This design comes from an exercise in tuning for small area, a short achievable clock period and few clock cycles per item on the open sky130 flow, not from production work. Only simulation tests tie the RTL to the original design; equivalence was not proved. Power and IR drop assume default switching activity.

==> flow/design.v <==
package tsbd_pkg;
    localparam logic [1:0] FMT_RGBA8888 = 2'd0;
    localparam logic [1:0] FMT_RGBA4444 = 2'd1;
    localparam logic [1:0] FMT_RGB565   = 2'd2;
    localparam logic [1:0] FMT_RGBA5551 = 2'd3;
endpackage
module texel_stream_to_bgra_decoder_core (
    input  logic        aclk,
    input  logic        aresetn,
    input  logic        cfg_wr_en,
    input  logic [2:0]  cfg_addr,
    input  logic [13:0] cfg_wdata,
    input  logic        s_valid,
    output logic        s_ready,
    input  logic [31:0] s_texel_word,
    output logic        m_valid,
    input  logic        m_ready,
    output logic [23:0] m_pixel_index,
    output logic [7:0]  m_blue,
    output logic [7:0]  m_green,
    output logic [7:0]  m_red,
    output logic [7:0]  m_alpha,
    output logic        m_image_end
);
    logic [1:0]  fmt_reg;
    logic        tiled_reg;
    logic [11:0] wm1_reg;    
    logic [11:0] hm1_reg;    
    logic [12:0] pm1_reg;    
    logic [12:0] x_reg;
    logic [11:0] y_reg;
    logic [23:0] l_reg;
    logic [23:5] t_reg;
    logic        xin_reg;    
    logic        yin_reg;    
    logic        pge_reg;    
    logic        skid_v;
    logic        cfg_we_r;
    logic [2:0]  cfg_addr_r;
    logic [13:0] cfg_wdata_r;
    logic        rdy_reg;    
    logic [31:0] skid_word;
    logic        m_v;
    logic [23:0] m_idx;
    logic [7:0]  m_b, m_g, m_r, m_a;
    logic        m_end;
    logic        cfg_hit, acc, out_free, keep, endp, adv, load_out;
    logic        xw, yh, xp, x_last, y_last, cend, rend;
    logic [12:0] xp1;
    logic [11:0] yp1;
    logic [23:0] l_plus_w;
    logic [31:0] src_word;
    logic [7:0]  dec_b, dec_g, dec_r, dec_a;
    function automatic logic [11:0] dim_m1(input logic [12:0] d);
        if (d[12])              dim_m1 = 12'hFFF;
        else if (d[11:0] == '0) dim_m1 = 12'd0;
        else                    dim_m1 = d[11:0] - 12'd1;
    endfunction
    function automatic logic [12:0] pitch_m1(input logic [13:0] d);
        if (d[13])              pitch_m1 = 13'h1FFF;
        else if (d[12:0] == '0) pitch_m1 = 13'd0;
        else                    pitch_m1 = d[12:0] - 13'd1;
    endfunction
    assign cfg_hit  = cfg_we_r && (cfg_addr_r <= 3'd4);
    assign s_ready  = rdy_reg;
    assign acc      = s_valid && rdy_reg;
    assign out_free = !m_v || m_ready;
    assign xp1 = x_reg + 13'd1;
    assign yp1 = y_reg + 12'd1;
    assign xw  = (x_reg == {1'b0, wm1_reg});
    assign yh  = (y_reg == hm1_reg);
    assign xp  = (x_reg == pm1_reg);
    assign keep = xin_reg && yin_reg;
    assign endp = xw && yh;
    assign load_out = out_free && (skid_v || (acc && keep));
    assign adv      = (skid_v && out_free) || (acc && (!keep || out_free));
    assign x_last = xw || !xin_reg;
    assign y_last = yh || !yin_reg;
    assign cend   = tiled_reg ? (&x_reg[4:0]) : (x_last && (xp || pge_reg));
    assign rend   = tiled_reg ? (&y_reg[4:0]) : 1'b1;
    logic [24:0] l_plus_w_c;
    assign l_plus_w_c = {l_reg, 1'b1} + {12'd0, wm1_reg, 1'b1};
    assign l_plus_w   = l_plus_w_c[24:1];
    always_ff @(posedge aclk) begin
        cfg_we_r    <= aresetn && cfg_wr_en;
        cfg_addr_r  <= cfg_addr;
        cfg_wdata_r <= cfg_wdata;
    end
    always_ff @(posedge aclk) begin
        if (!aresetn) begin
            fmt_reg   <= 2'd1;
            tiled_reg <= 1'b0;
            wm1_reg   <= 12'd0;
            hm1_reg   <= 12'd0;
            pm1_reg   <= 13'd0;
        end else if (cfg_we_r) begin
            case (cfg_addr_r)
                3'd0: fmt_reg   <= cfg_wdata_r[1:0];
                3'd1: tiled_reg <= cfg_wdata_r[0];
                3'd2: wm1_reg   <= dim_m1(cfg_wdata_r[12:0]);
                3'd3: hm1_reg   <= dim_m1(cfg_wdata_r[12:0]);
                3'd4: pm1_reg   <= pitch_m1(cfg_wdata_r);
                default: ;
            endcase
        end
    end
    always_ff @(posedge aclk) begin
        if (!aresetn || cfg_hit) begin
            x_reg   <= '0;
            y_reg   <= '0;
            l_reg   <= '0;
            t_reg   <= '0;
            xin_reg <= 1'b1;
            yin_reg <= 1'b1;
            pge_reg <= 1'b0;
        end else if (adv) begin
            if (!cend) begin
                x_reg   <= xp1;
                xin_reg <= xin_reg && !xw;
                pge_reg <= pge_reg || xp;
            end else if (tiled_reg && !rend) begin
                x_reg   <= {x_reg[12:5], 5'd0};
                xin_reg <= 1'b1;
                y_reg   <= yp1;
                yin_reg <= yin_reg && !yh;
                l_reg   <= l_plus_w;
            end else if (tiled_reg && !x_last) begin
                x_reg   <= xp1;
                xin_reg <= 1'b1;
                y_reg   <= {y_reg[11:5], 5'd0};
                yin_reg <= 1'b1;
                l_reg   <= {t_reg, 5'd0};
            end else if (!y_last) begin
                x_reg   <= '0;
                xin_reg <= 1'b1;
                pge_reg <= 1'b0;
                y_reg   <= yp1;
                yin_reg <= 1'b1;
                l_reg   <= l_plus_w;
                t_reg   <= l_plus_w[23:5];
            end else begin
                x_reg   <= '0;
                xin_reg <= 1'b1;
                pge_reg <= 1'b0;
                y_reg   <= '0;
                yin_reg <= 1'b1;
                l_reg   <= '0;
                t_reg   <= '0;
            end
        end
    end
    assign src_word = skid_v ? skid_word : s_texel_word;
    always_comb begin
        case (fmt_reg)
            2'd0: begin
                dec_r = src_word[7:0];
                dec_g = src_word[15:8];
                dec_b = src_word[23:16];
                dec_a = src_word[31:24];
            end
            2'd1: begin
                dec_a = {src_word[3:0], src_word[3:0]};
                dec_b = {src_word[7:4], src_word[7:4]};
                dec_g = {src_word[11:8], src_word[11:8]};
                dec_r = {src_word[15:12], src_word[15:12]};
            end
            2'd2: begin
                dec_b = {src_word[4:0], src_word[4:2]};
                dec_g = {src_word[10:5], src_word[10:9]};
                dec_r = {src_word[15:11], src_word[15:13]};
                dec_a = 8'hFF;
            end
            default: begin
                dec_a = src_word[0] ? 8'hFF : 8'h00;
                dec_b = {src_word[5:1], src_word[5:3]};
                dec_g = {src_word[10:6], src_word[10:8]};
                dec_r = {src_word[15:11], src_word[15:13]};
            end
        endcase
    end
    always_ff @(posedge aclk) begin
        if (!aresetn) begin
            skid_v  <= 1'b0;
            rdy_reg <= 1'b1;
            m_v     <= 1'b0;
        end else begin
            if (skid_v) begin
                skid_v  <= !out_free;
                rdy_reg <= out_free;
            end else begin
                skid_v  <= acc && keep && !out_free;
                rdy_reg <= !(acc && keep && !out_free) &&
                           !(cfg_wr_en && (cfg_addr <= 3'd4));
            end
            if (out_free) m_v <= skid_v || (acc && keep);
        end
    end
    always_ff @(posedge aclk) begin
        if (!skid_v) skid_word <= s_texel_word;
    end
    always_ff @(posedge aclk) begin
        if (load_out) begin
            m_idx <= l_reg + {12'd0, x_reg[11:0]};
            m_end <= endp;
            m_b   <= dec_b;
            m_g   <= dec_g;
            m_r   <= dec_r;
            m_a   <= dec_a;
        end
    end
    assign m_valid       = m_v;
    assign m_pixel_index = m_idx;
    assign m_blue        = m_b;
    assign m_green       = m_g;
    assign m_red         = m_r;
    assign m_alpha       = m_a;
    assign m_image_end   = m_end;
endmodule
==> flow/flow/run.sh <==
#!/bin/bash
# Standard layout, with the port buffers inserted as buf_1 cells.
cp standard.sh standard_sh.log
cp config.mk config_mk.log
export BUFFER_PORTS_ARGS="-buffer_cell sky130_fd_sc_hd__buf_1"
bash standard.sh > standard.log 2>&1
==> flow/standard.sh <==
#!/bin/bash
# synth_recipe.tcl (not shown) runs the flow's synth.tcl, then flattens the netlist and writes it again
# the make line also repeats each setting of config.mk as NAME=value (left out here)
make -C /OpenROAD-flow-scripts/flow DESIGN_CONFIG=/design/flow/config.mk WORK_HOME=/design/flow/orfs CLKGATE_MAP_FILE= SYNTH_SCRIPT=/design/flow/synth_recipe.tcl "${@:-finish}"
==> flow/config.mk <==
export PLATFORM = sky130hd
export DESIGN_NAME = texel_stream_to_bgra_decoder_core
export DESIGN_NICKNAME = texel_stream_to_bgra_decoder_core
export VERILOG_FILES = /design/flow/design.v
export SDC_FILE = /design/flow/constraint.sdc
export NUM_CORES = 4
export LEC_CHECK = 0
export CAP_MARGIN = 20
export CORE_MARGIN = 2
export CORE_UTILIZATION = 65
export CTS_CLUSTER_DIAMETER = 80
export CTS_CLUSTER_SIZE = 24
export PLACE_DENSITY = 0.75
export SETUP_SLACK_MARGIN = 4.1
export SLEW_MARGIN = 20
==> flow/constraint.sdc <==
create_clock -name core_clock -period 6.5 [get_ports {aclk}]
set_input_delay 1.3000 -clock core_clock [delete_from_list [all_inputs] [get_ports {aclk}]]
set_output_delay 1.3000 -clock core_clock [all_outputs]
set_load 0.01 [all_outputs]
==> impl_results.md, run 1 <==
* Status: finished clean
* Relative slew slack at 0.430
* Number of top-level pins at 113
* Critical path buffer and inverter count at 3
* Max Cap Viol at 0
* Footprint of the multi-input gates at 6070 sq um
* Startpoint types: register
* Dominant synthesized flop cell: dfxtp_1
* Mapped Area at 10700 sq um
* PortBufs at 112
* First-pass GRT wire length at 40800 um
* Register area at 5070 sq um
* Area share of the largest cell type after synthesis at 0.308
* Pwr/cell area at 240 nW/um^2
* Synth warn at 1
* DR DRC count at 0
* Largest cells by area after synthesis: dfxtp_1 31%, edfxtp_1 16%, xnor2_1 5.8%
* Crit path cell chain: xor2_4, nor4_4, a41oi_4, buf_6, a221oi_4, buf_6, buf_16, nand2_1, a21oi_1
* Number of global-route vias before repair at 8212
* Total gr overflow at 0
* Worst-case reg-to-reg path depth at 9
* RSZ-0062 raised after global routing: true
* Setup TNS at 0 ns
* Post-synthesis cell count at 1092
* Max reg flops at 32
* Die Y at 132 um
* Cell depth of the worst setup path at 9
* Post-synth top cells: 164 x dfxtp_1, 112 x nand2_1, 107 x nor2_1, 71 x xnor2_1, 70 x o21ai_0
* Slowest-stage cell, CP: dfxtp_4
* CTS tree: done
* Distinct cell type count after synthesis at 73
* Final Non-Filler Cells at 1449
* GRT Total Usage at 0.287
* Root Driver: clkbuf_16
* FILL cells at 967
* Worst skew pair latency at 0.49 ns
* Die width at 132 um
* Ant. Diodes at 0
* Syn-to-layout area delta at 22.0%
* CTS clk-pin slew, worst paths at 0.10 ns
* Layout Skew at 0.0333 ns
* Slew Viols, Final at 0
* CTS max path bufs at 3
* Share of cells above drive strength 1 at 0.236
* Fmax at 0.398 GHz
* Post-DP HPWL at 17100 um
* Via density at 6.26
* Die area at 17400 sq um
* # rows at 46
* Clock Sink Count at 221
* Overall Power at 3.12 mW
* CP max stage delay at 0.42 ns
* Top-count cell post-synth: dfxtp_1
* Avg Cell Area, Syn at 9.75 sq um
* Worst-Margin Slew at 0.855 ns
* Starting Density at 0.668
* Seq/Total Area, Yosys at 0.469
* Initial antenna violation count at 0
* Critical path peak fanout at 7
* Antenna Violating Nets Remaining at 0
* Max IR drop VDD at 186 uV
* Cell family contributing the most delay on the critical path: compound AO/OA/AOI/OAI gates
* Number of synthesized flops with an enable pin at 57
* Pre-Repair DR Iteration Count at 6
* Min Tclk post-route at 2.51 ns
* Initial drt markers at 1040
* Critical Path AT at 2.92 ns
* Setup violators final at 0
* Dpl cell area at 11200 sq um
* Synth Register Bits at 221
* Syn Nets at 1178
* CP endpoint kind: register
* Routed Wire Length at 28800 um
* Total CTS buffers at 13
* Final Core Density at 0.815
* Period utilization at 0.387
* Via total after detailed routing at 9072
* Area leader, netlist: dfxtp_1
* Path type of the worst min-delay path: reg -> reg
* Hold-fix buffers, CTS at 0
* Pin count of the biggest net entering global routing at 58
* Routability congestion estimate at 0.916
* CTS H-tree lvls at 1
* Hold Worst Slack at 0.469 ns
* Worst path required time at 6.90 ns
* Final worst setup slack at 3.99 ns
* Nets at 1313
* Leak Pwr at 4.98 nW
* CP Class: reg -> reg
* CP most frequent cell: buf_6
* Hold Vio Cnt, Final at 0
* Routed length per instance at 19.8 um
* Dpl cells at 1370
* Fraction of registers with async set/reset at 0
* Post-Place Worst Slack at 2.94 ns
* Design Area, Final at 13000 sq um
* Hold Path Stages at 2
* Core area at 15900 sq um
layout make-up:
cell class | instances | share of cell area
well taps | 216 | 0.0208
clock buffers | 19 | 0.0284
clock inverters | 2 | 0.00135
inverters | 25 | 0.00722
flip-flops and latches | 221 | 0.391
multi-input cells | 788 | 0.467
repair buffers | 178 | 0.0845
where the power goes:
part | leakage (nW) | switching, mW | internal (mW)
logic | 2.87 | 0.394 | 0.288
clock network | 0.189 | 0.454 | 0.404
registers | 1.92 | 0.0656 | 1.51
total | 4.98 | 0.913 | 2.21
timing repair:
item | 4_1_cts | 5_1_grt
cloned | 4 | 2
setup buffers | 26 | 26
resized for setup | 95 | 121
endpoints found under the setup margin | 110 | 155
pin swaps | 23 | 45
cells in the final DEF (no fill, tap or decap), drive strengths merged, types with 7 or more instances in the layout:
cell type  Yosys  final
nor2b         12     12
ha            30     30
and3           7      7
o21a          12     12
buf           17    174
edfxtp        57     57
nand2b         9      9
a32o           7      7
mux2i         16     16
o211a         22     22
o21ai         71     71
o211ai         9      9
o221a         12     12
a21oi         57     57
dfxtp        164    164
nor3          20     20
nand3         25     25
nor2         110    110
a211oi         7      7
o31a          11     11
xor2          30     30
xnor2         71     71
a221oi         7      7
nor4           9      9
clkbuf        44     22
inv           25     27
mux2          27     27
nand4         17     17
nand2        112    112
worst min-delay path, stage by stage (launching register included):
cell     delay, ns
dfxtp_1       0.34
nand2_1       0.06
nand2_1       0.04
cells by family after synthesis:
kind of cell / share of synthesized area
compound gates: 0.177
xor+xnor: 0.0831
fa+ha+maj: 0.0390
buf+inv: 0.0337
flops: 0.469
mux: 0.0436
simple gates: 0.155
worst paths after layout:
| check | from | to | slack, ns |
|---|---|---|---|
| worst max register to register | x_reg[3] | y_reg[1] | 3.99 |
| worst min-delay path | t_reg[21] | t_reg[21] | 0.47 |
| worst min register to register | t_reg[21] | t_reg[21] | 0.47 |
| worst max-delay path | x_reg[3] | y_reg[1] | 3.99 |
per-layer routing:
layer	up-vias	share of wire	global-route usage
li1	4215	-	-
met1	4294	0.40	0.370
met2	421	0.48	0.494
met3	142	0.068	0.0323
met4	0	0.056	0.115
met5	-	0	0
Testbench counts, summed over its fixed seeds: cycles 210,454, pixels 165,777.
==> inputs of run 2 (changes only) <==
--- a/flow/config.mk
+++ b/flow/config.mk
@@ -12,4 +12,4 @@
 export CTS_CLUSTER_SIZE = 24
 export PLACE_DENSITY = 0.75
-export SETUP_SLACK_MARGIN = 4.1
+export SETUP_SLACK_MARGIN = 3.9
 export SLEW_MARGIN = 20
==> impl_results.md, run 2 <==
* Status: finished clean
* Distinct cell type count after synthesis at 73
* Total CTS buffers at 13
* Post-DP HPWL at 17500 um
* Hold Vio Cnt, Final at 0
* Starting Density at 0.668
* Fmax at 0.386 GHz
* Number of top-level pins at 113
* Largest cells by area after synthesis: dfxtp_1 31%, edfxtp_1 16%, xnor2_1 5.8%
* Number of global-route vias before repair at 7950
* Routed length per instance at 18.0 um
* GRT Total Usage at 0.279
* Startpoint types: input pin
* Synth warn at 1
* CP endpoint kind: register
* Die Y at 132 um
* Syn-to-layout area delta at 13.2%
* Synth Register Bits at 221
* Worst path required time at 6.91 ns
* CTS tree: done
* Critical Path AT at 3.00 ns
* Via total after detailed routing at 8560
* Relative slew slack at 0.353
* CTS clk-pin slew, worst paths at 0.10 ns
* Avg Cell Area, Syn at 9.75 sq um
* Core area at 15900 sq um
* Seq/Total Area, Yosys at 0.469
* Worst-Margin Slew at 0.970 ns
* Critical path peak fanout at 12
* Post-synthesis cell count at 1092
* Pwr/cell area at 242 nW/um^2
* Max Cap Viol at 0
* CTS H-tree lvls at 1
* # rows at 46
* Hold Worst Slack at 0.452 ns
* Layout Skew at 0.0291 ns
* DR DRC count at 0
* Slew Viols, Final at 0
* CTS max path bufs at 3
* Slowest-stage cell, CP: a32o_1
* Period utilization at 0.399
* Leak Pwr at 4.63 nW
* Share of cells above drive strength 1 at 0.137
* Setup TNS at 0 ns
* Setup violators final at 0
* Area leader, netlist: dfxtp_1
* PortBufs at 112
* RSZ-0062 raised after global routing: true
* First-pass GRT wire length at 40000 um
* Commonest non-fill, non-tap cell in the layout: dfxtp_1
* Post-synth top cells: 164 x dfxtp_1, 112 x nand2_1, 107 x nor2_1, 71 x xnor2_1, 70 x o21ai_0
* Max reg flops at 32
* Pin count of the biggest net entering global routing at 51
* Clock Sink Count at 221
* Path type of the worst min-delay path: reg -> reg
* Crit path cell chain: buf_1, nand4b_1, a32o_1, nand2_2, or3_1, a21oi_1
* Antenna Violating Nets Remaining at 0
* Initial antenna violation count at 0
* Fraction of registers with async set/reset at 0
* Routability congestion estimate at 0.893
* Syn Nets at 1178
* Worst skew pair latency at 0.48 ns
* Ant. Diodes at 0
* Via density at 6.04
* Dominant synthesized flop cell: dfxtp_1
* Min Tclk post-route at 2.59 ns
* Max IR drop VDD at 251 uV
* Most frequent cells in the layout: 147 x dfxtp_1, 112 x buf_1, 110 x nand2_1
* CP Class: in -> reg
* Number of synthesized flops with an enable pin at 57
* Area share of the largest cell type after synthesis at 0.308
* CP max stage delay at 0.53 ns
* Nets at 1283
* Mapped Area at 10700 sq um
* Top-count cell post-synth: dfxtp_1
* Root Driver: clkbuf_16
* Pre-Repair DR Iteration Count at 6
* Die width at 132 um
* Total gr overflow at 0
* Initial drt markers at 634
* Routed Wire Length at 25500 um
* Die area at 17400 sq um
==> run 2: worst paths after layout <==
check                                from   endpoint  slack, ns  depth (start not counted)
worst max register to register   x_reg[0]  l_reg[23]       3.98                          9
worst min register to register  t_reg[21]  t_reg[21]       0.45                          2
worst max-delay path              m_ready   t_reg[7]       3.91                          6
worst min-delay path            t_reg[21]  t_reg[21]       0.45                          2
==> run 2: what timing repair did <==
item                                    CTS  global route
endpoints found under the setup margin   86           123
hold buffers                              0             0
pin swaps                                 5             8
cloned                                    1             1
hold endpoints to repair                  0             0
resized for setup                        31            39
buffers inserted                          7            19
==> run 2: layout make-up <==
cell class / count / area [sq um]
clock buffer: 19 / 358
clock inverter: 1 / 20.0
fill: 1177 / 3890
inverter: 25 / 93.8
multi-input combinational: 786 / 5550
sequential: 221 / 5020
tap: 216 / 270
timing repair buffer: 150 / 734
==> run 2: worst max-delay path, delay by kind of cell <==
family / cells / cell delay (ns)
AOI/OAI and AO/OA: 2 / 0.70
buffers and inverters: 1 / 0.10
and+or+nand+nor: 3 / 0.89
==> run 2: per-stage QoR <==
stage	instance area (sq um)	total power [mW]	util	setup WS, ns	cells
global route	12100	3.03	0.756	3.86	1418
floorplan	10700	1.91	-	3.82	1092
finish	12100	2.92	0.756	3.91	1418
detailed placement	11200	2.05	0.703	2.99	1370
CTS	11700	2.89	0.736	3.90	1398
global placement	11200	2.04	0.703	3.03	1370
==> run 2: cells by family after synthesis <==
| group | Yosys count | share of synthesized area |
|---|---|---|
| simple gates | 351 | 0.155 |
| fa+ha+maj | 32 | 0.0390 |
| buf+inv | 86 | 0.0337 |
| compound gates | 258 | 0.177 |
| xor+xnor | 101 | 0.0831 |
| mux | 43 | 0.0436 |
| flops | 221 | 0.469 |
==> run 2: routing by layer <==
metal	GRT usage	wire, um	up-vias
met5	0	0	-
met4	0.0857	807	0
met3	0.0304	1170	56
met2	0.501	12800	284
met1	0.354	10700	4086
li1	-	-	4134
==> run 2: power breakdown <==
group	switching, mW	leakage [nW]	internal [mW]
Combinational	0.316	2.55	0.188
Sequential	0.0579	1.90	1.52
Clock	0.445	0.183	0.393
Total	0.819	4.63	2.10
==> inputs of run 3 (changes only) <==
--- a/flow/config.mk
+++ b/flow/config.mk
@@ -12,4 +12,4 @@
 export CTS_CLUSTER_SIZE = 24
 export PLACE_DENSITY = 0.75
-export SETUP_SLACK_MARGIN = 3.9
+export SETUP_SLACK_MARGIN = 3.8
 export SLEW_MARGIN = 20
==> impl_results.md, run 3 <==
* Status: finished clean
* Nets at 1269
* Pre-Repair DR Iteration Count at 9
* Number of top-level pins at 113
* Post-DP HPWL at 17100 um
* Max reg flops at 32
* CTS max path bufs at 3
* Power Internal at 2.14 mW
* DR DRC count at 0
* Dominant synthesized flop cell: dfxtp_1
* Layout Skew at 0.0331 ns
* # rows at 46
* FILL cells at 1196
* Initial antenna violation count at 0
* Worst path required time at 6.86 ns
* Total CTS buffers at 13
* RSZ-0062 raised after global routing: false
* Post-Place Worst Slack at 2.96 ns
* Pin count of the biggest net entering global routing at 55
* Top-count cell post-synth: dfxtp_1
* Relative slew slack at 0.338
* Routed Wire Length at 25000 um
* Core area at 15900 sq um
* Area leader, netlist: dfxtp_1
* Slowest-stage cell, CP: or4_4
* CP endpoint kind: register
* Via total after detailed routing at 8448
* Seq/Total Area, Yosys at 0.469
* Syn-to-layout area delta at 12.0%
* Setup TNS at 0 ns
* Via density at 6.01
* Fmax at 0.376 GHz
* Leak Pwr at 4.54 nW
* GRT Total Usage at 0.278
* Worst skew pair latency at 0.49 ns
* Period utilization at 0.409
* Initial drt markers at 801
* Sw Share at 0.279
* Area share of the largest cell type after synthesis at 0.308
* Post-synthesis cell count at 1092
* Logic pwr share at 0.167
* PortBufs at 112
* Die width at 132 um
* CTS tree: done
* Post-synth top cells: 164 x dfxtp_1, 112 x nand2_1, 107 x nor2_1, 71 x xnor2_1, 70 x o21ai_0
* CTS clk-pin slew, worst paths at 0.10 ns
* Pwr/cell area at 249 nW/um^2
* CP Class: reg -> reg
* Max Cap Viol at 0
* Most frequent cells in the layout: 152 x dfxtp_1, 112 x buf_1, 109 x nand2_1
* Synth warn at 1
* Slew Viols, Final at 0
* CTS H-tree lvls at 1
* Fraction of registers with async set/reset at 0
* First-pass GRT wire length at 39800 um
* Cell family contributing the most delay on the critical path: compound AO/OA/AOI/OAI gates
* Antenna Violating Nets Remaining at 0
* Min Tclk post-route at 2.66 ns
* Largest cells by area after synthesis: dfxtp_1 31%, edfxtp_1 16%, xnor2_1 5.8%
* Die Y at 132 um
* CP max stage delay at 0.60 ns
* Critical path peak fanout at 12
* Part of the power in the clock network at 0.302
* Clock Sink Count at 221
* Final worst setup slack at 3.84 ns
* Worst-Margin Slew at 0.993 ns
* Path type of the worst min-delay path: reg -> reg
* Hold Vio Cnt, Final at 0
* Routability congestion estimate at 0.878
* Crit path cell chain: xnor2_1, nand4_1, or4_4, a221o_4, o31ai_4, nor2_1
* Number of synthesized flops with an enable pin at 57
* Total gr overflow at 0
* Routed length per instance at 17.8 um
* Critical path buffer and inverter count at 0
* Starting Density at 0.668
* Root Driver: clkbuf_16
* Setup violators final at 0
* Avg Cell Area, Syn at 9.75 sq um
* Critical Path AT at 3.01 ns
* Max IR drop VDD at 266 uV
* Startpoint types: register
* Commonest non-fill, non-tap cell in the layout: dfxtp_1
* Number of global-route vias before repair at 7792
* Die area at 17400 sq um
* Ant. Diodes at 0
* Share of cells above drive strength 1 at 0.121
* Syn Nets at 1178
* Mapped Area at 10700 sq um
* Switch Pwr at 828 uW
* Synth Register Bits at 221
* Sequential share of power at 0.532
* Distinct cell type count after synthesis at 73
==> run 3: changes by cell type in the layout (fill, tap and decap cells not counted), sizes merged <==
cell / before / now
clkbuf: 19 / 17
bufinv: 0 / 1
clkinvlp: 0 / 1
buf: 150 / 136
clkinv: 0 / 1
==> run 3: through the flow <==
step / instance area, sq um / utilization / std cells / power (mW) / hold slack, ns
2_1_floorplan: 10700 / - / 1092 / 1.91 / 0.423
3_3_place_gp: 11200 / 0.703 / 1370 / 2.04 / 0.436
3_5_place_dp: 11200 / 0.703 / 1370 / 2.05 / 0.441
4_1_cts: 11700 / 0.736 / 1396 / 2.94 / 0.456
5_1_grt: 11900 / 0.748 / 1405 / 3.08 / 0.476
6_report: 11900 / 0.748 / 1405 / 2.97 / 0.454
==> run 3: cell families after synthesis <==
| logic type | after synthesis | share of synthesized area |
|---|---|---|
| simple gates | 351 | 0.155 |
| compound gates | 258 | 0.177 |
| flops | 221 | 0.469 |
| xor+xnor | 101 | 0.0831 |
| buf+inv | 86 | 0.0337 |
| mux | 43 | 0.0436 |
| fa+ha+maj | 32 | 0.0390 |
==> run 3: worst register-to-register path, cell delays in order, from the launching register on <==
cell and delay [ns]:
dfxtp_1 0.54, xnor2_1 0.17, nand4_1 0.20, or4_4 0.60
a221o_4 0.55, o31ai_4 0.36, nor2_1 0.10
==> run 3: worst paths after layout <==
kind / from / to / slack [ns] / cells past startpoint
setup / recovery: x_reg[4] / y_reg[10] / 3.84 / 6
hold / removal: t_reg[21] / t_reg[21] / 0.45 / 2
setup reg to reg: x_reg[4] / y_reg[10] / 3.84 / 6
hold reg to reg: t_reg[21] / t_reg[21] / 0.45 / 2
==> run 3: cell type report <==
cell class / count / area [sq um] / area share
Timing Repair Buffer: 136 / 629 / 0.0528
Clock inverter: 4 / 55.1 / 0.00462
Tap cell: 216 / 270 / 0.0227
Sequential cell: 221 / 5010 / 0.420
Inverter: 25 / 93.8 / 0.00787
Clock buffer: 17 / 362 / 0.0303
Multi-Input combinational cell: 786 / 5500 / 0.461
==> run 3: power by group through the flow <==
stage                     registers, mW  clock network [mW]  logic (mW)
final                              1.58               0.895       0.495
after detailed placement           1.61                   0       0.442
after floorplan                    1.61                   0       0.301
after CTS                          1.58               0.904       0.462
after global placement             1.61                   0       0.434
after global routing               1.59               0.951       0.538
==> run 3: what timing repair did <==
action,4_1_cts,5_1_grt
cloned,1,0
endpoints found under the setup margin,57,55
hold endpoints to repair,0,0
resized for setup,18,32
pin swaps,4,8
setup buffers,4,9
hold buffers,0,0
==> run 3: per-layer routing <==
layer	share of wire	vias to the layer above	GRT usage
li1	-	4111	-
met1	0.43	3943	0.367
met2	0.48	331	0.478
met3	0.056	63	0.0304
met4	0.037	0	0.0966
met5	0	-	0
==> inputs of run 4 (changes only) <==
==> flow/flow/run.sh (replaced) <==
#!/bin/bash
# Standard layout, with the port buffers inserted as buf_2 cells.
cp standard.sh standard_sh.log
cp config.mk config_mk.log
export BUFFER_PORTS_ARGS="-buffer_cell sky130_fd_sc_hd__buf_2"
bash standard.sh > standard.log 2>&1
--- a/flow/config.mk
+++ b/flow/config.mk
@@ -8,8 +8,8 @@
 export CAP_MARGIN = 20
 export CORE_MARGIN = 2
-export CORE_UTILIZATION = 65
+export CORE_UTILIZATION = 75
 export CTS_CLUSTER_DIAMETER = 80
 export CTS_CLUSTER_SIZE = 24
-export PLACE_DENSITY = 0.75
-export SETUP_SLACK_MARGIN = 3.8
+export PLACE_DENSITY = 0.85
+export SETUP_SLACK_MARGIN = 3.9
 export SLEW_MARGIN = 20
==> impl_results.md, run 4 <==
* Status: finished clean
* GRT Total Usage at 0.352
* Pin count of the biggest net entering global routing at 52
* # rows at 43
* Root Driver: clkbuf_16
* Commonest non-fill, non-tap cell in the layout: dfxtp_1
* First-pass GRT wire length at 42500 um
* Startpoint types: input pin
* Mapped Area at 10700 sq um
* Post-DP HPWL at 17900 um
* Sw Share at 0.286
* Hold-fix buffers, CTS at 0
* Number of synthesized flops with an enable pin at 57
* Share of cells above drive strength 1 at 0.235
* Avg Cell Area, Syn at 9.75 sq um
* Nets at 1278
* Number of top-level pins at 113
* Syn-to-layout area delta at 14.3%
* RSZ-0062 raised after global routing: true
* Initial drt markers at 1436
* Setup violators final at 0
* Min Tclk post-route at 2.67 ns
* Power Internal at 2.11 mW
* Area leader, netlist: dfxtp_1
* Register area at 5030 sq um
* Period utilization at 0.411
* Area share of the largest cell type after synthesis at 0.308
* Fmax at 0.374 GHz
* Footprint of the multi-input gates at 5610 sq um
* Routability congestion estimate at 0.933
* Core area at 13900 sq um
* Post-synthesis cell count at 1092
* Post-Place Worst Slack at 2.97 ns
* CTS H-tree lvls at 1
* Top-count cell post-synth: dfxtp_1
* Sequential share of power at 0.535
* Syn Nets at 1178
* CTS max path bufs at 3
* Die width at 123 um
* Max Cap Viol at 0
* Largest cells by area after synthesis: dfxtp_1 31%, edfxtp_1 16%, xnor2_1 5.8%
* CTS tree: done
* Hold Vio Cnt, Final at 0
* Pwr/cell area at 242 nW/um^2
* Post-synth top cells: 164 x dfxtp_1, 112 x nand2_1, 107 x nor2_1, 71 x xnor2_1, 70 x o21ai_0
* Distinct cell type count after synthesis at 73
* Switch Pwr at 842 uW
* Number of global-route vias before repair at 8603
* Via density at 6.66
* CTS clk-pin slew, worst paths at 0.10 ns
* Max IR drop VDD at 287 uV
* Synth warn at 1
* Ant. Diodes at 0
* Worst path required time at 6.89 ns
* Part of the power in the clock network at 0.281
* Total CTS buffers at 13
* Seq/Total Area, Yosys at 0.469
* Initial antenna violation count at 0
* Most frequent cells in the layout: 144 x dfxtp_1, 111 x buf_2, 109 x nand2_1
* Starting Density at 0.767
* Routed length per instance at 20.4 um
* Path type of the worst min-delay path: reg -> reg
* PortBufs at 112
* DR DRC count at 0
* CP endpoint kind: register
* Slew Viols, Final at 0
* Logic pwr share at 0.184
* Dominant synthesized flop cell: dfxtp_1
* Via total after detailed routing at 9181
* CP Class: in -> reg
* Clock Sink Count at 221
* Critical path peak fanout at 12
* Routed Wire Length at 28200 um
* Final worst setup slack at 3.83 ns
* Pre-Repair DR Iteration Count at 8
* Die Y at 123 um
* Synth Register Bits at 221
* Critical Path AT at 3.07 ns
* Max reg flops at 32
* Relative slew slack at 0.349
* Worst-Margin Slew at 0.976 ns
* Worst skew pair latency at 0.47 ns
* Leak Pwr at 4.93 nW
* Antenna Violating Nets Remaining at 0
* Setup TNS at 0 ns
* FILL cells at 728
* Fraction of registers with async set/reset at 0
* Layout Skew at 0.0240 ns
* Total gr overflow at 0
* Die area at 15200 sq um
run 4: changes by cell type in the layout (fill, tap and decap cells not counted), sizes merged:
cell,change
clkinv,-1
buf,+7
clkbuf,+3
bufinv,-1
a221o,+1
a221oi,+1
clkinvlp,-1
run 4: metrics by stage:
step / hold slack [ns] / util / std cells / instance area [sq um] / total power, mW
6_report: 0.462 / 0.877 / 1378 / 12200 / 2.95
4_1_cts: 0.460 / 0.859 / 1368 / 11900 / 2.90
5_1_grt: 0.480 / 0.877 / 1378 / 12200 / 3.04
2_1_floorplan: 0.423 / - / 1092 / 10700 / 1.91
3_5_place_dp: 0.446 / 0.813 / 1332 / 11300 / 2.06
3_3_place_gp: 0.439 / 0.813 / 1332 / 11300 / 2.04
run 4: critical path, stage by stage:
cell and delay [ns]:
buf_2 0.10, nand4b_1 0.17, a32o_1 0.58, nand2_2 0.32, or3_1 0.41, a21oi_1 0.18
run 4: logic make-up after synthesis:
kind of cell    after synthesis  synth area share
flops                       221             0.469
fa+ha+maj                    32            0.0390
simple gates                351             0.155
xor+xnor                    101            0.0831
mux                          43            0.0436
buf+inv                      86            0.0337
compound gates              258             0.177
run 4: area by class of cell:
type	instances	share of cell area
timing repair buffer	143	0.0685
sequential	221	0.414
inverter	25	0.00771
clock buffer	20	0.0289
multi-input combinational	788	0.461
tap	180	0.0185
clock inverter	1	0.00164
run 4: metal layers:
metal	track usage	share of wire	up-vias
li1	-	-	4135
met1	0.430	0.38	4303
met2	0.621	0.49	592
met3	0.0498	0.085	151
met4	0.153	0.051	0
met5	0	0	-
run 4: path summary, 6_finish.rpt:
kind,start,to,slack [ns],cells after the start
max,m_ready,t_reg[7],3.83,6
min,t_reg[17],t_reg[17],0.46,2
max reg2reg,x_reg[0],x_reg[12],3.87,10
min reg2reg,t_reg[17],t_reg[17],0.46,2
run 4: power by group through the flow:
stage / combinational (mW) / sequential [mW] / clock, mW
final: 0.542 / 1.58 / 0.830
after global routing: 0.578 / 1.59 / 0.882
after CTS: 0.498 / 1.57 / 0.833
after detailed placement: 0.454 / 1.60 / 0
after global placement: 0.442 / 1.60 / 0
after floorplan: 0.304 / 1.61 / 0
run 4: what timing repair did:
| item | in CTS | in global routing |
|---|---|---|
| buffers inserted | 13 | 9 |
| cloned | 2 | 1 |
| endpoints found under the setup margin | 71 | 91 |
| pin swaps | 8 | 8 |
| resized for setup | 33 | 48 |
==> inputs of run 5 (changes only) <==
--- a/flow/config.mk
+++ b/flow/config.mk
@@ -8,8 +8,8 @@
 export CAP_MARGIN = 20
 export CORE_MARGIN = 2
-export CORE_UTILIZATION = 75
+export CORE_UTILIZATION = 65
 export CTS_CLUSTER_DIAMETER = 80
 export CTS_CLUSTER_SIZE = 24
-export PLACE_DENSITY = 0.85
+export PLACE_DENSITY = 0.75
 export SETUP_SLACK_MARGIN = 3.9
 export SLEW_MARGIN = 20
==> impl_results.md, run 5 <==
* Status: finished clean
* Pwr/cell area at 241 nW/um^2
* Clock Sink Count at 221
* Number of synthesized flops with an enable pin at 57
* Worst path required time at 6.86 ns
* Synth Register Bits at 221
* CTS tree: done
* Nets at 1280
* GRT Total Usage at 0.277
* Routability congestion estimate at 0.876
* Post-synthesis cell count at 1092
* Period utilization at 0.395
* Area share of the largest cell type after synthesis at 0.308
* Ant. Diodes at 0
* Mapped Area at 10700 sq um
* Layout Skew at 0.0163 ns
* Worst-case reg-to-reg path depth at 11
* Total gr overflow at 0
* CTS clk-pin slew, worst paths at 0.10 ns
* Initial antenna violation count at 0
* PortBufs at 112
* Top-count cell post-synth: dfxtp_1
* CP max stage delay at 0.48 ns
* Min Tclk post-route at 2.56 ns
* Overall Power at 2.93 mW
* Syn Nets at 1178
* Share of cells above drive strength 1 at 0.229
* Antenna Violating Nets Remaining at 0
* Worst-Margin Slew at 0.985 ns
* Via total after detailed routing at 8538
* Path type of the worst min-delay path: reg -> reg
* Avg Cell Area, Syn at 9.75 sq um
* Hold Vio Cnt, Final at 0
* Die width at 132 um
* Commonest non-fill, non-tap cell in the layout: dfxtp_1
* Initial drt markers at 724
* Die Y at 132 um
* Most frequent cells in the layout: 147 x dfxtp_1, 111 x buf_2, 109 x nand2_1
* Pin count of the biggest net entering global routing at 55
* Synth warn at 1
* CP Class: in -> reg
* CTS H-tree lvls at 1
* Max IR drop VDD at 194 uV
* Total CTS buffers at 13
* Max Cap Viol at 0
* Die area at 17400 sq um
* Root Driver: clkbuf_16
* Crit Reg-Reg Endpoint: l_reg[16]
* Number of global-route vias before repair at 7720
* Dominant synthesized flop cell: dfxtp_1
* Core area at 15900 sq um
* # rows at 46
* Routed Wire Length at 25000 um
* Worst Setup EP: l_reg[12]
* CTS max path bufs at 3
* Startpoint types: input pin
* Setup TNS at 0 ns
* Slew Viols, Final at 0
* Distinct cell type count after synthesis at 73
* Critical Path AT at 2.93 ns
* Fmax at 0.390 GHz
* Setup violators final at 0
* First-pass GRT wire length at 39500 um
* Post-Place Worst Slack at 2.93 ns
* Number of top-level pins at 113
* RSZ-0062 raised after global routing: true
* Critical path peak fanout at 27
* Fraction of registers with async set/reset at 0
* Post-DP HPWL at 17200 um
* Final Core Density at 0.763
* Worst skew pair latency at 0.47 ns
* Pre-Repair DR Iteration Count at 5
* CP endpoint kind: register
* Via density at 6.03
* Hold Worst Slack at 0.457 ns
* DR DRC count at 0
* Final worst setup slack at 3.94 ns
* R2R Setup Slk at 3.98 ns
* Syn-to-layout area delta at 14.3%
* Relative slew slack at 0.343
* Hold-fix buffers, CTS at 0
* CP Launch Point: m_ready
* Seq/Total Area, Yosys at 0.469
* Max reg flops at 32
* Leak Pwr at 4.92 nW
* Post-synth top cells: 164 x dfxtp_1, 112 x nand2_1, 107 x nor2_1, 71 x xnor2_1, 70 x o21ai_0
* Crit path cell chain: buf_2, nand4b_1, a32oi_4, buf_4, a221oi_4, buf_6, nand2_1, o22ai_1
* Routed length per instance at 17.7 um
* RR Startpoint: wm1_reg[0]
* Area leader, netlist: dfxtp_1
* Slowest-stage cell, CP: a32oi_4
* Starting Density at 0.668
* Largest cells by area after synthesis: dfxtp_1 31%, edfxtp_1 16%, xnor2_1 5.8%
run 5: cell families (layout without fill, tap and decap cells):
family,after synthesis,count (layout),share of synthesized area
and+or+nand+nor,351,351,0.155
AOI/OAI and AO/OA,258,260,0.177
DFF,221,221,0.469
xor gates and xnor gates,101,101,0.0831
buffers and inverters,86,192,0.0337
muxes,43,43,0.0436
adders and majority gates,32,32,0.0390
run 5: routing by layer:
metal	track usage	up-vias	share of wire
met2	0.478	294	0.49
met5	0	-	0
met3	0.0285	50	0.054
met4	0.0779	0	0.027
met1	0.372	4068	0.43
li1	-	4126	-
run 5: final cells by class:
cell class | count | area (sq um)
Clock buffer | 19 | 358
Inverter | 25 | 93.8
Clock inverter | 2 | 25.0
Tap cell | 216 | 270
Timing Repair Buffer | 146 | 822
Fill cell | 1146 | 3770
Sequential cell | 221 | 5020
Multi-Input combinational cell | 787 | 5580
run 5: timing repair:
action                                  4_1_cts  5_1_grt
pin swaps                                     6        9
buffers inserted                             11       13
endpoints found under the setup margin       72       75
cloned                                        2        0
gates resized for setup                      35       31
run 5: metrics by stage:
stage	cells	cell area, sq um
floorplan	1092	10700
global placement	1369	11300
detailed placement	1369	11300
CTS	1403	11900
global route	1416	12200
finish	1416	12200
run 5: critical path, delay by kind of cell:
kind,cells,cell delay (ns)
buf+inv,3,0.54
compound gates,3,0.64
simple gates,2,0.44
run 5: worst min-delay path by stage:
stage,cells past startpoint,endpoint,start
2_1_floorplan,2,t_reg[21],t_reg[21]
5_1_grt,2,t_reg[5],t_reg[5]
4_1_cts,2,t_reg[21],t_reg[21]
6_report,2,t_reg[21],t_reg[21]
3_3_place_gp,2,t_reg[21],t_reg[21]
3_5_place_dp,2,t_reg[21],t_reg[21]
run 5: power by group:
| part | internal, mW | switching (mW) |
|---|---|---|
| registers | 1.52 | 0.0587 |
| clock network | 0.392 | 0.444 |
| logic | 0.205 | 0.319 |
| total | 2.11 | 0.822 |
==> inputs of run 6 (changes only) <==
--- a/flow/config.mk
+++ b/flow/config.mk
@@ -9,6 +9,6 @@
 export CORE_MARGIN = 2
 export CORE_UTILIZATION = 65
-export CTS_CLUSTER_DIAMETER = 80
-export CTS_CLUSTER_SIZE = 24
+export CTS_CLUSTER_DIAMETER = 100
+export CTS_CLUSTER_SIZE = 30
 export PLACE_DENSITY = 0.75
 export SETUP_SLACK_MARGIN = 3.9
==> impl_results.md, run 6 <==
* Status: finished clean
* CTS H-tree lvls at 1
* Setup violators final at 0
* Crit Reg-Reg Endpoint: l_reg[23]
* Area share of the largest cell type after synthesis at 0.308
* Worst-Margin Slew at 0.997 ns
* Ant. Diodes at 0
* Crit path cell chain: buf_2, nand4b_1, a32o_1, nand2_2, or3_1, a21oi_1
* Clock Sink Count at 221
* Pin count of the biggest net entering global routing at 55
* Routability congestion estimate at 0.876
* Critical path peak fanout at 12
* Initial drt markers at 717
* PortBufs at 112
* Slowest-stage cell, CP: a32o_1
* Die width at 132 um
* Hold-fix buffers, CTS at 0
* Number of synthesized flops with an enable pin at 57
* Distinct cell type count after synthesis at 73
* CP endpoint kind: register
* RR Startpoint: x_reg[1]
* Worst path required time at 6.91 ns
* Post-DP HPWL at 17200 um
* Period utilization at 0.393
* Min Tclk post-route at 2.56 ns
* Hold Worst Slack at 0.462 ns
* Leak Pwr at 4.92 nW
* Max reg flops at 32
* Area leader, netlist: dfxtp_1
* Min-Delay Endpoint: t_reg[21]
* Commonest non-fill, non-tap cell in the layout: dfxtp_1
* CP Class: in -> reg
* Largest cells by area after synthesis: dfxtp_1 31%, edfxtp_1 16%, xnor2_1 5.8%
* Die Y at 132 um
* Fmax at 0.391 GHz
* Cell family contributing the most delay on the critical path: simple AND/OR/NAND/NOR gates
* Avg Cell Area, Syn at 9.75 sq um
* Post-synthesis cell count at 1092
* Max IR drop VDD at 194 uV
* Dpl cell area at 11300 sq um
* GRT Total Usage at 0.279
* Share of cells above drive strength 1 at 0.235
* Fraction of registers with async set/reset at 0
* Critical path buffer and inverter count at 1
* Pwr/cell area at 236 nW/um^2
* First-pass GRT wire length at 39900 um
* Max Cap Viol at 0
* Layout Skew at 0.0320 ns
* CTS clk-pin slew, worst paths at 0.12 ns
* Die area at 17400 sq um
* Initial antenna violation count at 0
* Total gr overflow at 0
* CTS tree: done
* Routed Wire Length at 25900 um
* Hold Vio Cnt, Final at 0
* Total CTS buffers at 11
* Pre-Repair DR Iteration Count at 6
* Mapped Area at 10700 sq um
* Starting Density at 0.668
* Min-delay src: t_reg[21]
* Setup TNS at 0 ns
* Nets at 1282
* Design Area, Final at 12200 sq um
* Number of top-level pins at 113
* Critical Path AT at 2.97 ns
* Syn-to-layout area delta at 14.3%
* Path type of the worst min-delay path: reg -> reg
* Worst-case reg-to-reg path depth at 8
* Overall Power at 2.87 mW
* Startpoint types: input pin
* Routed length per instance at 18.3 um
* CTS max path bufs at 3
* Top-count cell post-synth: dfxtp_1
* Seq/Total Area, Yosys at 0.469
* Syn Nets at 1178
* Synth warn at 1
* Post-synth top cells: 164 x dfxtp_1, 112 x nand2_1, 107 x nor2_1, 71 x xnor2_1, 70 x o21ai_0
* Slew Viols, Final at 0
* Number of global-route vias before repair at 7839
* Root Driver: clkbuf_16
* Final Core Density at 0.763
* Most frequent cells in the layout: 146 x dfxtp_1, 111 x buf_2, 109 x nand2_1
* Via density at 6.10
* Worst skew pair latency at 0.47 ns
* Via total after detailed routing at 8642
* R2R Setup Slk at 3.95 ns
* # rows at 46
* Dominant synthesized flop cell: dfxtp_1
* Relative slew slack at 0.335
* DR DRC count at 0
* Core area at 15900 sq um
* CP max stage delay at 0.56 ns
* Hold Path Stages at 2
* RSZ-0062 raised after global routing: true
* Antenna Violating Nets Remaining at 0
* Synth Register Bits at 221
==> run 6: cell counts after synthesis <==
No cell type changed its count.
==> run 6: per-layer routing <==
layer	wire, um	part of all wire	track usage
met1	10900	0.42	0.365
met2	12700	0.49	0.492
met3	1410	0.055	0.0288
met4	843	0.033	0.0797
met5	0	0	0
==> run 6: final cells by class <==
cell class / count / area (sq um)
Timing Repair Buffer: 150 / 861
Sequential cell: 221 / 5020
Inverter: 25 / 93.8
Multi-Input combinational cell: 787 / 5610
Clock buffer: 16 / 294
Tap cell: 216 / 270
Fill cell: 1147 / 3770
Clock inverter: 1 / 20.0
==> run 6: worst max-delay path by stage <==
stage | from | cells after the start | slack, ns | end
final | m_ready | 6 | 3.94 | t_reg[7]
after global routing | wm1_reg[0] | 12 | 3.84 | l_reg[12]
after CTS | x_reg[5] | 7 | 3.91 | l_reg[14]
after detailed placement | m_ready | 6 | 2.93 | l_reg[1]
after global placement | m_ready | 6 | 3.02 | l_reg[0]
after floorplan | s_valid | 2 | 3.82 | m_a[0]
==> run 6: metrics by stage <==
stage / cells / worst slack (ns)
after global routing: 1416 / 3.84
after CTS: 1401 / 3.91
after detailed placement: 1369 / 2.93
after global placement: 1369 / 3.02
after floorplan: 1092 / 3.82
final: 1416 / 3.94
==> run 6: cell families (layout without fill, tap and decap cells) <==
family                     count (synthesis)  count (layout)  share of synthesized area
adders and majority gates                 32              32                     0.0390
buffers and inverters                     86             192                     0.0337
xor gates and xnor gates                 101             101                     0.0831
muxes                                     43              43                     0.0436
DFF                                      221             221                      0.469
AOI/OAI and AO/OA                        258             260                      0.177
and+or+nand+nor                          351             351                      0.155
==> run 6: where the power goes <==
part / switching (mW) / internal, mW
clock: 0.433 / 0.328
sequential: 0.0589 / 1.52
combinational: 0.325 / 0.211
total: 0.818 / 2.05
==> run 6: repair_timing <==
action	CTS	global route
setup endpoints to repair	77	81
buffers inserted	13	15
endpoints found under the hold margin	0	0
pin swaps	5	7
gates resized for setup	34	43
gates cloned	2	0
==> run 6: worst register-to-register path, cell delays in order, from the launching register on <==
cell,delay [ns]
dfxtp_4,0.42
xor2_1,0.17
nor4_2,0.42
a41oi_4,0.31
buf_4,0.25
a221o_2,0.47
nand2_1,0.14
o31ai_1,0.08
a22o_1,0.19
==> inputs of run 7 (changes only) <==
--- a/flow/config.mk
+++ b/flow/config.mk
@@ -9,7 +9,7 @@
 export CORE_MARGIN = 2
 export CORE_UTILIZATION = 65
-export CTS_CLUSTER_DIAMETER = 100
-export CTS_CLUSTER_SIZE = 30
+export CTS_CLUSTER_DIAMETER = 60
+export CTS_CLUSTER_SIZE = 20
 export PLACE_DENSITY = 0.75
-export SETUP_SLACK_MARGIN = 3.9
+export SETUP_SLACK_MARGIN = 3.8
 export SLEW_MARGIN = 20
==> impl_results.md, run 7 <==
* Pre-Repair DR Iteration Count at 7
* Syn-to-layout area delta at 13.2%
* Die area at 17400 sq um
* Path type of the worst min-delay path: reg -> reg
* CTS max path bufs at 3
* Seq/Total Area, Yosys at 0.469
* Total CTS buffers at 15
* Initial antenna violation count at 0
* Status: finished clean
* Hold-fix buffers, CTS at 0
* Leak Pwr at 4.86 nW
* Number of global-route vias before repair at 7740
* RSZ-0062 raised after global routing: true
* CTS tree: done
* Routability congestion estimate at 0.897
* Layout Skew at 0.0231 ns
* Synth Register Bits at 221
* CTS H-tree lvls at 1
* First-pass GRT wire length at 39300 um
* Min-Delay Endpoint: t_reg[7]
* Total gr overflow at 0
* Max reg flops at 32
* PortBufs at 112
* Largest cells by area after synthesis: dfxtp_1 31%, edfxtp_1 16%, xnor2_1 5.8%
* Mapped Area at 10700 sq um
* CP Class: in -> reg
* Critical path peak fanout at 6
* Nets at 1269
* Max IR drop VDD at 236 uV
* Number of top-level pins at 113
* Dpl cells at 1369
* Startpoint types: input pin
* CTS clk-pin slew, worst paths at 0.08 ns
* Worst skew pair latency at 0.49 ns
* Fmax at 0.379 GHz
* Footprint of the multi-input gates at 5470 sq um
* Pin count of the biggest net entering global routing at 58
* CP Launch Point: m_ready
* Number of synthesized flops with an enable pin at 57
* Setup TNS at 0 ns
* Worst path required time at 6.87 ns
* Avg Cell Area, Syn at 9.75 sq um
* Routed length per instance at 17.8 um
* Die Y at 132 um
* Post-synth top cells: 164 x dfxtp_1, 112 x nand2_1, 107 x nor2_1, 71 x xnor2_1, 70 x o21ai_0
* Clock Sink Count at 221
* Hold Vio Cnt, Final at 0
* Crit Reg-Reg Endpoint: l_reg[15]
* Core area at 15900 sq um
* Dominant synthesized flop cell: dfxtp_1
* Final Non-Filler Cells at 1408
* Root Driver: clkbuf_16
* FILL cells at 1175
* Hold Path Stages at 2
* # rows at 46
* CP endpoint kind: register
* Period utilization at 0.406
* Via density at 5.99
* Area leader, netlist: dfxtp_1
* Fraction of registers with async set/reset at 0
* GRT Total Usage at 0.276
* Post-synthesis cell count at 1092
* Critical Path AT at 3.01 ns
* Post-DP HPWL at 17100 um
* Relative slew slack at 0.441
* Pwr/cell area at 250 nW/um^2
* Via total after detailed routing at 8432
* Worst-Margin Slew at 0.838 ns
* Final Core Density at 0.756
* DR DRC count at 0
* Most frequent cells in the layout: 153 x dfxtp_1, 111 x buf_2, 110 x nand2_1
* Min-delay src: t_reg[7]
* Starting Density at 0.668
* Antenna Violating Nets Remaining at 0
* Min Tclk post-route at 2.64 ns
* Max Cap Viol at 0
* Register area at 5020 sq um
* Routed Wire Length at 25000 um
* Distinct cell type count after synthesis at 73
* Synth warn at 1
* Slew Viols, Final at 0
* R2R Setup Slk at 3.86 ns
* Area share of the largest cell type after synthesis at 0.308
* Syn Nets at 1178
* RR Startpoint: wm1_reg[3]
* Top-count cell post-synth: dfxtp_1
* Die width at 132 um
* Worst-case reg-to-reg path depth at 9
* Initial drt markers at 633
* Ant. Diodes at 0
* Setup violators final at 0
* Commonest non-fill, non-tap cell in the layout: dfxtp_1
* Share of cells above drive strength 1 at 0.213
[run 7: layer usage]
| metal | up-vias | track usage | share of wire |
|---|---|---|---|
| li1 | 4114 | - | - |
| met1 | 3979 | 0.369 | 0.44 |
| met2 | 276 | 0.472 | 0.48 |
| met3 | 63 | 0.0300 | 0.054 |
| met4 | 0 | 0.0888 | 0.030 |
| met5 | - | 0 | 0 |
[run 7: cell families after synthesis]
logic type	synth area share
AND/OR/NAND/NOR	0.155
XOR/XNOR	0.0831
adder cells (fa/ha/maj)	0.0390
AO/OA/AOI/OAI	0.177
flip-flops	0.469
buffers and inverters	0.0337
multiplexers	0.0436
[run 7: worst max path at each step]
| stage | end | slack, ns | cells after the start |
|---|---|---|---|
| final | l_reg[19] | 3.86 | 9 |
| after global placement | t_reg[21] | 2.94 | 5 |
| after global routing | l_reg[15] | 3.72 | 9 |
| after floorplan | m_a[0] | 3.79 | 2 |
| after detailed placement | l_reg[0] | 2.92 | 6 |
| after CTS | l_reg[16] | 3.80 | 9 |
[run 7: area by class of cell]
type | instances | share of cell area
Clock buffer | 20 | 0.0327
Inverter | 25 | 0.00779
Multi-Input combinational cell | 786 | 0.454
Clock inverter | 6 | 0.00519
Timing Repair Buffer | 134 | 0.0618
Tap cell | 216 | 0.0224
Sequential cell | 221 | 0.416
[run 7: timing repair]
item / 4_1_cts / 5_1_grt
setup endpoints to repair: 68 / 75
setup buffers: 7 / 5
cloned: 0 / 1
gates resized for setup: 18 / 28
pin swaps: 5 / 4
[run 7: per-stage QoR]
stage               hold WS (ns)  power (mW)  worst slack [ns]  cell area, sq um
CTS                        0.455        3.00              3.80             11900
finish                     0.458        3.02              3.86             12100
global placement           0.439        2.05              2.94             11300
floorplan                  0.423        1.91              3.79             10700
detailed placement         0.444        2.06              2.92             11300
global route               0.470        3.13              3.72             12100
[run 7: power by group]
group / total, mW / switching (mW) / internal [mW]
combinational: 0.507 / 0.310 / 0.197
clock: 0.935 / 0.461 / 0.474
sequential: 1.58 / 0.0597 / 1.52
total: 3.02 / 0.830 / 2.19
[run 7: worst max-delay path, stage by stage]
cell and delay (ns):
buf_2 0.11, nand4b_1 0.23, a32oi_4 0.44, a2111oi_4 0.05, buf_4 0.19, buf_4 0.14
or2_4 0.22, a32oi_1 0.22, o22ai_2 0.10
==> inputs of run 8 (changes only) <==
--- a/flow/config.mk
+++ b/flow/config.mk
@@ -9,6 +9,6 @@
 export CORE_MARGIN = 2
 export CORE_UTILIZATION = 65
-export CTS_CLUSTER_DIAMETER = 60
-export CTS_CLUSTER_SIZE = 20
+export CTS_CLUSTER_DIAMETER = 80
+export CTS_CLUSTER_SIZE = 24
 export PLACE_DENSITY = 0.75
 export SETUP_SLACK_MARGIN = 3.8
==> impl_results.md, run 8 <==
* Power Internal at 2.09 mW
* Worst path required time at 6.89 ns
* Part of the power in the clock network at 0.290
* Hold Worst Slack at 0.454 ns
* RR Startpoint: wm1_reg[0]
* Post-synthesis mux area share at 0.0436
* Post-synth top cells: 164 x dfxtp_1, 112 x nand2_1, 107 x nor2_1, 71 x xnor2_1, 70 x o21ai_0
* Hold Vio Cnt, Final at 0
* CTS H-tree lvls at 1
* Layout Skew at 0.0181 ns
* Sum of routed wire segments on met1 at 10800 um
* PortBufs at 112
* Slowest-stage cell, CP: dfxtp_2
* Hold-fix buffers, CTS at 0
* Die width at 132 um
* Initial drt markers at 569
* Fmax at 0.385 GHz
* Post-DP HPWL at 17100 um
* Routed Wire Length at 24400 um
* Area leader, netlist: dfxtp_1
* Dpl cells at 1369
* Pin count of the biggest net entering global routing at 58
* Synth Area in Compound Gates at 0.177
* Area share of the largest cell type after synthesis at 0.308
* Dominant synthesized flop cell: dfxtp_1
* Worst-case reg-to-reg path depth at 10
* Relative slew slack at 0.444
* Slew Viols, Final at 0
* Total CTS buffers at 13
* Commonest non-fill, non-tap cell in the layout: dfxtp_1
* Synth warn at 1
* CTS clk-pin slew, worst paths at 0.10 ns
* CP Launch Point: wm1_reg[0]
* Critical Path AT at 2.98 ns
* Fraction of registers with async set/reset at 0
* Setup TNS at 0 ns
* Share of cells above drive strength 1 at 0.206
* Leak Pwr at 4.82 nW
* Die area at 17400 sq um
* Simple-Gate Fraction of Synth Area at 0.155
* Number of synthesized flops with an enable pin at 57
* Routability congestion estimate at 0.897
* Hold Path Stages at 2
* Critical path buffer and inverter count at 1
* Setup violators final at 0
* Max reg flops at 32
* Cell family contributing the most delay on the critical path: compound AO/OA/AOI/OAI gates
* Synth Register Bits at 221
* Crit path cell chain: inv_1, ha_1, fa_1, nand2b_1, a21oi_2, o21bai_2, a21o_2, nor3_4, o21ai_0, a32o_1
* Path type of the worst min-delay path: reg -> reg
* Mapped Area at 10700 sq um
* CP endpoint kind: register
* Post-synthesis cell count at 1092
* FILL cells at 1198
* Initial antenna violation count at 0
* Worst skew pair latency at 0.48 ns
* Sw Share at 0.278
* Adder-cell area share of the yosys netlist at 0.0390
* # rows at 46
* Routed length per instance at 17.4 um
* Met3 routed wirelength at 1450 um
* Avg Cell Area, Syn at 9.75 sq um
* Core area at 15900 sq um
* Min Tclk post-route at 2.59 ns
* Clock Sink Count at 221
* Root Driver: clkbuf_16
* Max Cap Viol at 0
* Antenna Violating Nets Remaining at 0
* Worst-Margin Slew at 0.833 ns
* DR DRC count at 0
* Critical path peak fanout at 4
* CTS max path bufs at 3
* CTS tree: done
* Dpl cell area at 11300 sq um
* Startpoint types: register
* Post-Synth XOR/XNOR Area at 0.0831
* Ant. Diodes at 0
* Cell depth of the worst setup path at 10
* Via density at 5.93
* Pre-Repair DR Iteration Count at 8
* Final Core Density at 0.747
* Via total after detailed routing at 8306
* Largest cells by area after synthesis: dfxtp_1 31%, edfxtp_1 16%, xnor2_1 5.8%
* Period utilization at 0.399
* Most frequent cells in the layout: 152 x dfxtp_1, 111 x buf_2, 110 x nand2_1
* Number of top-level pins at 113
* Status: finished clean
* Uppermost routed layer: met4
* Number of global-route vias before repair at 7683
* CP Class: reg -> reg
* Total gr overflow at 0
* Logic pwr share at 0.166
* Met2 Wirelength at 11400 um
* Max IR drop VDD at 212 uV
* Min-delay src: t_reg[7]
* Switch Pwr at 804 uW
* Seq/Total Area, Yosys at 0.469
* Top-count cell post-synth: dfxtp_1
* Pwr/cell area at 243 nW/um^2
* CP max stage delay at 0.39 ns
* R2R Setup Slk at 3.91 ns
* First-pass GRT wire length at 39000 um
* Distinct cell type count after synthesis at 73
* Nets at 1264
* Largest family of logic cells by synthesized area: compound AO/OA/AOI/OAI gates
* GRT Total Usage at 0.272
* Design Area, Final at 11900 sq um
* Syn-to-layout area delta at 11.9%
* Syn Nets at 1178
* Final Non-Filler Cells at 1400
* RSZ-0062 raised after global routing: true
* Sequential share of power at 0.544
* Starting Density at 0.668
* Die Y at 132 um
-- run 8: area by class of cell --
class	instances	area [sq um]	area share
Sequential cell	221	5020	0.421
Inverter	25	93.8	0.00787
Clock inverter	2	22.5	0.00189
Tap cell	216	270	0.0227
Clock buffer	19	358	0.0300
Timing Repair Buffer	132	713	0.0598
Multi-Input combinational cell	785	5440	0.457
-- run 8: layer usage --
layer | GRT usage | up-vias
met3 | 0.0331 | 58
met2 | 0.451 | 279
met4 | 0.0990 | 0
li1 | - | 4088
met1 | 0.370 | 3881
met5 | 0 | -
-- run 8: worst paths after layout --
| path | endpoint |
|---|---|
| max | l_reg[16] |
| min | t_reg[7] |
| max reg2reg | l_reg[16] |
| min reg2reg | t_reg[7] |
-- run 8: kinds of logic (layout without fill, tap and decap cells) --
| family | count (synthesis) | in the layout |
|---|---|---|
| AOI/OAI and AO/OA | 258 | 258 |
| xor gates and xnor gates | 101 | 101 |
| muxes | 43 | 43 |
| buffers and inverters | 86 | 178 |
| and+or+nand+nor | 351 | 351 |
| adders and majority gates | 32 | 32 |
| DFF | 221 | 221 |
-- run 8: repair_timing --
action / 4_1_cts / 5_1_grt
endpoints found under the setup margin: 69 / 74
pin swaps: 5 / 2
gates resized for setup: 17 / 26
setup buffers: 8 / 2
-- run 8: power by group through the flow --
| stage | clock network [mW] | registers [mW] | logic (mW) |
|---|---|---|---|
| 2_1_floorplan | 0 | 1.61 | 0.301 |
| 5_1_grt | 0.904 | 1.58 | 0.520 |
| 4_1_cts | 0.857 | 1.57 | 0.475 |
| 3_3_place_gp | 0 | 1.60 | 0.449 |
| 3_5_place_dp | 0 | 1.61 | 0.458 |
| 6_report | 0.838 | 1.57 | 0.480 |
-- run 8: metrics by stage --
step	total power [mW]	setup WS (ns)
floorplan	1.91	3.79
global placement	2.05	2.94
detailed placement	2.06	2.92
CTS	2.91	3.77
global route	3.01	3.75
finish	2.89	3.91
-- run 8: worst min-delay path, cell delays in order, from the launching register on --
cell     delay, ns
dfxtp_1       0.32
nand2_1       0.05
a21oi_1       0.05
==> inputs of run 9 (changes only) <==
--- a/flow/config.mk
+++ b/flow/config.mk
@@ -8,8 +8,8 @@
 export CAP_MARGIN = 20
 export CORE_MARGIN = 2
-export CORE_UTILIZATION = 65
+export CORE_UTILIZATION = 55
 export CTS_CLUSTER_DIAMETER = 80
 export CTS_CLUSTER_SIZE = 24
-export PLACE_DENSITY = 0.75
+export PLACE_DENSITY = 0.7
 export SETUP_SLACK_MARGIN = 3.8
 export SLEW_MARGIN = 20
==> impl_results.md, run 9 <==
* Status: finished clean
* Worst-case reg-to-reg path depth at 6
* Layout Skew at 0.0431 ns
* Syn Nets at 1178
* GRT Total Usage at 0.242
* Leak Pwr at 4.86 nW
* Worst skew pair latency at 0.50 ns
* Worst path required time at 6.85 ns
* Power Internal at 2.12 mW
* DR DRC count at 0
* Worst-Margin Slew at 0.836 ns
* Hold-fix buffers, CTS at 0
* Synth Register Bits at 221
* Clock Sink Count at 221
* Min Tclk post-route at 2.59 ns
* Total CTS buffers at 13
* PortBufs at 112
* Hold Path Stages at 2
* CP endpoint kind: register
* Core area at 18800 sq um
* Die width at 143 um
* Mapped Area at 10700 sq um
* Final worst setup slack at 3.91 ns
* Area leader, netlist: dfxtp_1
* Most crowded layer after global routing: met2
* CTS tree: done
* Switch Pwr at 819 uW
* Fraction of registers with async set/reset at 0
* Via total after detailed routing at 8316
* Via density at 5.74
* Initial drt markers at 618
* Die area at 20500 sq um
* Min-delay src: t_reg[7]
* Total gr overflow at 0
* Root Driver: clkbuf_16
* Max Cap Viol at 0
* Routability congestion estimate at 0.898
* Met2 Resource Use GR at 0.421
* Max IR drop VDD at 248 uV
* Setup violators final at 0
* Slew Viols, Final at 0
* Part of the power in the clock network at 0.296
* Number of synthesized flops with an enable pin at 57
* Top-count cell post-synth: dfxtp_1
* Startpoint types: register
* Share of cells above drive strength 1 at 0.214
* Post-Place Worst Slack at 2.98 ns
* Sequential share of power at 0.535
* CTS max path bufs at 3
* Area share of the largest cell type after synthesis at 0.308
* Pre-Repair DR Iteration Count at 5
* Post-DP HPWL at 17500 um
* Number of global-route vias before repair at 7793
* Commonest non-fill, non-tap cell in the layout: dfxtp_1
* Register area at 5020 sq um
* Largest cells by area after synthesis: dfxtp_1 31%, edfxtp_1 16%, xnor2_1 5.8%
* Avg Cell Area, Syn at 9.75 sq um
* Distinct cell type count after synthesis at 73
* Antenna Violating Nets Remaining at 0
* Critical Path AT at 2.94 ns
* Syn-to-layout area delta at 13.5%
* Nets at 1267
* Synth warn at 1
* Dominant synthesized flop cell: dfxtp_1
* Sw Share at 0.278
* Die Y at 143 um
* M3 GR Usage at 0.0241
* Period utilization at 0.399
* Hold Vio Cnt, Final at 0
* Footprint of the multi-input gates at 5510 sq um
* Post-synth top cells: 164 x dfxtp_1, 112 x nand2_1, 107 x nor2_1, 71 x xnor2_1, 70 x o21ai_0
* RR Startpoint: wm1_reg[10]
* FILL cells at 1576
* First-pass GRT wire length at 40100 um
* CP Class: reg -> reg
* Max reg flops at 32
* R2R Setup Slk at 3.91 ns
* Setup TNS at 0 ns
* Path type of the worst min-delay path: reg -> reg
* # rows at 50
* Relative slew slack at 0.443
* Pin count of the biggest net entering global routing at 58
* Routed Wire Length at 24900 um
* Pwr/cell area at 243 nW/um^2
* RSZ-0062 raised after global routing: false
* Crit Reg-Reg Endpoint: y_reg[10]
* Routed length per instance at 17.2 um
* Seq/Total Area, Yosys at 0.469
* Critical path peak fanout at 10
* Most frequent cells in the layout: 151 x dfxtp_1, 111 x buf_2, 110 x nand2_1
* Met1 Resource Use GR at 0.323
* Logic pwr share at 0.169
* Number of top-level pins at 113
* Fmax at 0.386 GHz
* Starting Density at 0.566
* Min-Delay Endpoint: t_reg[7]
* CTS clk-pin slew, worst paths at 0.10 ns
* Initial antenna violation count at 1
* Post-synthesis cell count at 1092
* CTS H-tree lvls at 1
run 9: cell counts after synthesis:
No cell type changed its count.
run 9: how the worst max path moves through the flow:
stage,from,end,slack (ns),cells after the start
detailed placement,m_ready,l_reg[14],2.98,6
global placement,m_ready,l_reg[0],3.04,6
CTS,y_reg[0],l_reg[1],3.80,8
finish,wm1_reg[10],y_reg[10],3.91,6
global route,wm1_reg[0],l_reg[18],3.81,10
floorplan,s_valid,m_a[0],3.79,2
run 9: worst max-delay path, stage by stage, from the launching register on:
cell     delay [ns]
dfxtp_1        0.49
xnor2_1        0.16
nand4_1        0.22
or4_4          0.64
a221o_4        0.52
o31ai_4        0.35
nor2_1         0.09
run 9: final cells by class:
| cell class | instances | area share |
|---|---|---|
| well taps | 260 | 0.0269 |
| inverters | 25 | 0.00777 |
| repair buffers | 134 | 0.0606 |
| multi-input cells | 786 | 0.456 |
| flip-flops and latches | 221 | 0.415 |
| clock buffers | 19 | 0.0314 |
| diodes | 1 | 0.000207 |
| clock inverters | 3 | 0.00217 |
run 9: stage by stage:
stage / hold slack (ns) / instances / instance area [sq um] / total power [mW] / util
2_1_floorplan: 0.423 / 1092 / 10700 / 1.91 / -
5_1_grt: 0.479 / 1449 / 12100 / 3.06 / 0.642
3_5_place_dp: 0.444 / 1414 / 11400 / 2.06 / 0.606
6_report: 0.457 / 1449 / 12100 / 2.94 / 0.642
3_3_place_gp: 0.438 / 1414 / 11400 / 2.06 / 0.606
4_1_cts: 0.457 / 1442 / 11900 / 2.94 / 0.632
run 9: metal layers:
metal / wire, um / vias up / share of wire
met5: 0 / - / 0
li1: - / 4108 / -
met1: 11200 / 3876 / 0.45
met4: 580 / 0 / 0.023
met2: 11900 / 276 / 0.48
met3: 1190 / 56 / 0.048
run 9: cells by family (layout without fill, tap and decap cells):
| logic type | Yosys count | after routing | share of synthesized area |
|---|---|---|---|
| xor gates and xnor gates | 101 | 101 | 0.0831 |
| AOI/OAI and AO/OA | 258 | 259 | 0.177 |
| muxes | 43 | 43 | 0.0436 |
| DFF | 221 | 221 | 0.469 |
| buffers and inverters | 86 | 181 | 0.0337 |
| and+or+nand+nor | 351 | 351 | 0.155 |
| other | 0 | 1 | 0 |
| adders and majority gates | 32 | 32 | 0.0390 |
run 9: repair_timing:
item                       4_1_cts  5_1_grt
setup endpoints to repair       58       68
pin swaps                        4        5
setup buffers                    5        6
gates resized for setup         16       37
cloned                           1        0
run 9: power by group through the flow:
stage | logic (mW) | registers, mW | clock network, mW
3_5_place_dp | 0.460 | 1.60 | 0
2_1_floorplan | 0.301 | 1.61 | 0
3_3_place_gp | 0.453 | 1.60 | 0
5_1_grt | 0.541 | 1.58 | 0.932
4_1_cts | 0.479 | 1.57 | 0.892
6_report | 0.497 | 1.57 | 0.871

what the ideal ports hide:
No port has a modelled driver above. Below, the same layouts with a new extraction and two added sets of constraints. Step 1, drivers: a clkbuf_16 drives aclk and a buf_2 each remaining input, both assumed. Step 2 also shifts input and output timing later by t, the mid clock arrival at the registers, as if the neighbouring blocks saw the same clock. Slacks: no drivers / after step 1 / after step 2; pairs: no drivers / after step 1.
run	t (ns)	setup WS [ns]
run 1	0.518	3.985 / 3.985 / 3.511
run 2	0.510	3.907 / 3.912 / 3.402
run 3	0.518	3.844 / 3.844 / 3.376
run 4	0.500	3.827 / 3.835 / 3.335
run 5	0.510	3.935 / 3.952 / 3.441
run 6	0.506	3.943 / 3.955 / 3.452
run 7	0.524	3.860 / 3.862 / 3.353
run 8	0.518	3.906 / 3.906 / 3.466
run 9	0.522	3.909 / 3.909 / 3.426
After both steps setup and hold are still met in every run listed.
